This is an optimization exercise on Yosys and OpenROAD, whose aim is small area, not a production implementation.
Function was checked by simulation only, so behaviour that the tests miss may differ from the original.
Power figures rest on the tool's default switching activity, not on a simulated workload.

== job 5132 ==
## mips_core_top
module mips_core_top #(
    parameter int data_width = 32
) (
    input  logic                  clk_i,
    input  logic                  reset_i,
    input  logic                  instr_valid,
    input  mips_pkg::instr_t      instr,
    input  logic                  flush,
    output logic                  wb_valid,
    output mips_pkg::reg_addr_t   wb_reg,
    output logic [data_width-1:0] wb_data
);
Size in the first run: about 2800 cells after synthesis, roughly 1100 flip-flops, roughly 74 I/O pins, roughly 46000 um2 of cells after synthesis.
make LEC_CHECK=0 CAP_MARGIN=20 CORE_MARGIN=2 CORE_UTILIZATION=40 CTS_BUF_LIST=sky130_fd_sc_hd__clkbuf_4 CTS_CLUSTER_DIAMETER=40 CTS_CLUSTER_SIZE=10 PLACE_DENSITY=0.5 SLEW_MARGIN=20 SYNTH_HIERARCHICAL=1 SYNTH_MINIMUM_KEEP_SIZE=0 finish   # period 8.0 ns
run.sh (not shown) runs the stock make flow with config.mk's settings and CLKGATE_MAP_FILE= SYNTH_SCRIPT=/design/flow/synth_recipe.tcl, a recipe that flattens the netlist after the stock synthesis.
Having completed the whole flow, job 5132 delivered a layout that passed the timing, design-rule and antenna checks.
Input-level comparison between job 5228 and job 5132:
- removing CTS_CLUSTER_SIZE (formerly 10)
- removing CTS_BUF_LIST (formerly sky130_fd_sc_hd__clkbuf_4)
- removing CTS_CLUSTER_DIAMETER (formerly 40)
==> flow/flow/run.sh (new file) <==
#!/bin/bash
# The standard ORFS layout (standard.sh, unchanged synthesis), with:
#  - clock tree synthesis without dummy loads, with clkbuf_4 clock buffers
#    and sink clusters of up to 9 flip-flops within 60 um;
#  - port buffers of buf_1 cells.
# make's full output goes to flow_make.log in this folder; ORFS's per-step
# logs stay under orfs/logs/.
set -euo pipefail
bash standard.sh \
    'CTS_ARGS=-sink_clustering_enable -repair_clock_nets -dont_use_dummy_load -buf_list {sky130_fd_sc_hd__clkbuf_4} -sink_clustering_size 9 -sink_clustering_max_diameter 60' \
    'BUFFER_PORTS_ARGS=-buffer_cell sky130_fd_sc_hd__buf_1' \
    finish > flow_make.log 2>&1
==> flow/standard.sh (new file) <==
#!/bin/bash
# synth_recipe.tcl (not shown) runs the flow's synth.tcl, then flattens the netlist and writes it again
# the make line also repeats each setting of config.mk as NAME=value (left out here)
make -C /OpenROAD-flow-scripts/flow DESIGN_CONFIG=/design/flow/config.mk WORK_HOME=/design/flow/orfs CLKGATE_MAP_FILE= SYNTH_SCRIPT=/design/flow/synth_recipe.tcl "${@:-finish}"
removed: flow/run.sh
Findings:
- Job 5228 vs job 5132 — number of global-route vias before repair dropped slightly
- Number of non-filler instances in the completed layout shrinks by a few percent when moving from job 5132 to job 5228.
- In job 5228 the flip-flop and latch share of the layout cell area turned out 2.4 points higher than in job 5132.
- For combined area of the multi-input logic cells, job 5132 and job 5228 come out practically identical.
- Placement row count: job 5132 vs job 5228 identical
- Compared with job 5132, the router placed fewer vias in job 5228.
- Number of stages on the worst setup path was lower in the run labelled job 5132.

== red ==
mips_core_top again, from the RTL that the note above started with.
==> flow/config.mk <==
export PLATFORM = sky130hd
export DESIGN_NAME = mips_core_top
export DESIGN_NICKNAME = mips_core_top
export VERILOG_FILES = /design/flow/design.v
export SDC_FILE = /design/flow/constraint.sdc
export NUM_CORES = 4
export LEC_CHECK = 0
export CAP_MARGIN = 20
export CORE_MARGIN = 2
export CORE_UTILIZATION = 50
export PLACE_DENSITY = 0.6
export SLEW_MARGIN = 20
export SYNTH_HIERARCHICAL = 1
export SYNTH_MINIMUM_KEEP_SIZE = 0
==> flow/constraint.sdc <==
create_clock -name core_clock -period 8.0 [get_ports {clk_i}]
set_input_delay 1.6000 -clock core_clock [delete_from_list [all_inputs] [get_ports {clk_i}]]
set_output_delay 1.6000 -clock core_clock [all_outputs]
set_load 0.01 [all_outputs]
standard.sh (not shown) runs the stock make flow with config.mk's settings and CLKGATE_MAP_FILE= SYNTH_SCRIPT=/design/flow/synth_recipe.tcl, a recipe that flattens the netlist after the stock synthesis.
==> flow/flow/run.sh <==
#!/bin/bash
# The standard ORFS layout (standard.sh, unchanged synthesis), with:
#  - clock tree synthesis without dummy loads, with clkbuf_4 clock buffers
#    and sink clusters of up to 10 flip-flops within 40 um;
#  - port buffers of buf_1 cells.
# make's full output goes to flow_make.log in this folder; ORFS's per-step
# logs stay under orfs/logs/.
set -euo pipefail
bash standard.sh \
    'CTS_ARGS=-sink_clustering_enable -repair_clock_nets -dont_use_dummy_load -buf_list {sky130_fd_sc_hd__clkbuf_4} -sink_clustering_size 10 -sink_clustering_max_diameter 40' \
    'BUFFER_PORTS_ARGS=-buffer_cell sky130_fd_sc_hd__buf_1' \
    finish > flow_make.log 2>&1
Every stage of the flow completed for red, and the final layout passed the timing, design-rule and antenna checks.
## Diff of input files: blue against red
Settings: CORE_UTILIZATION now 40, was 50; PLACE_DENSITY now 0.5, was 0.6.
## What came out
Against red as the reference, blue delivers a higher die area.
On wire length of the first global-routing pass, the higher figure sits with blue, not red.
Non-clock buffer count in the final layout for blue is lower than for red.
Relative contribution of sequential cells to total power is lower on blue
Re number of buffers inserted by post-CTS setup repair: no difference whatsoever between red and blue.
Comparing red and blue, the lower via count was measured on blue.
Taking red as the reference, in blue worst hold slack lost 18 ps; final worst slack picked up an extra 8.6 ps.
Between blue and red, it is blue whose post-layout total power is higher, by 1.1%.
blue vs red — mean routed wirelength per cell dropped 2.6%.

## static timing again, ports no longer ideal
No port has a modelled driver above. Below, the same layouts with a new extraction and two added sets of constraints.
Step 1: set_driving_cell puts a clkbuf_16 on clk_i and a buf_2 on each other input, an assumption about the parent block.
Step 2 also shifts input and output timing later by t, the mid clock arrival at the registers, as if the neighbouring blocks saw the same clock.
a / b / c = no drivers / after step 1 / after step 2; a / b = the first two.
| run | shift t [ns] | slack for setup (ns) | hold slack, ns | worst slew at a driven data input, ns | pins driven straight from the clock port |
|---|---|---|---|---|---|
| job 5132 | 1.198 | 0.634 / 0.634 / 0.634 | 0.497 / 0.497 / 0.497 | 0.05 | 1 |
| job 5228 | 1.151 | 0.417 / 0.417 / 0.417 | 0.493 / 0.493 / 0.493 | 0.04 | 1 |
| red | 1.137 | 0.448 / 0.448 / 0.448 | 0.506 / 0.506 / 0.506 | 0.20 | 1 |
| blue | 1.135 | 0.457 / 0.457 / 0.457 | 0.488 / 0.488 / 0.488 | 0.04 | 1 |
After both steps setup and hold are still met in every run listed.
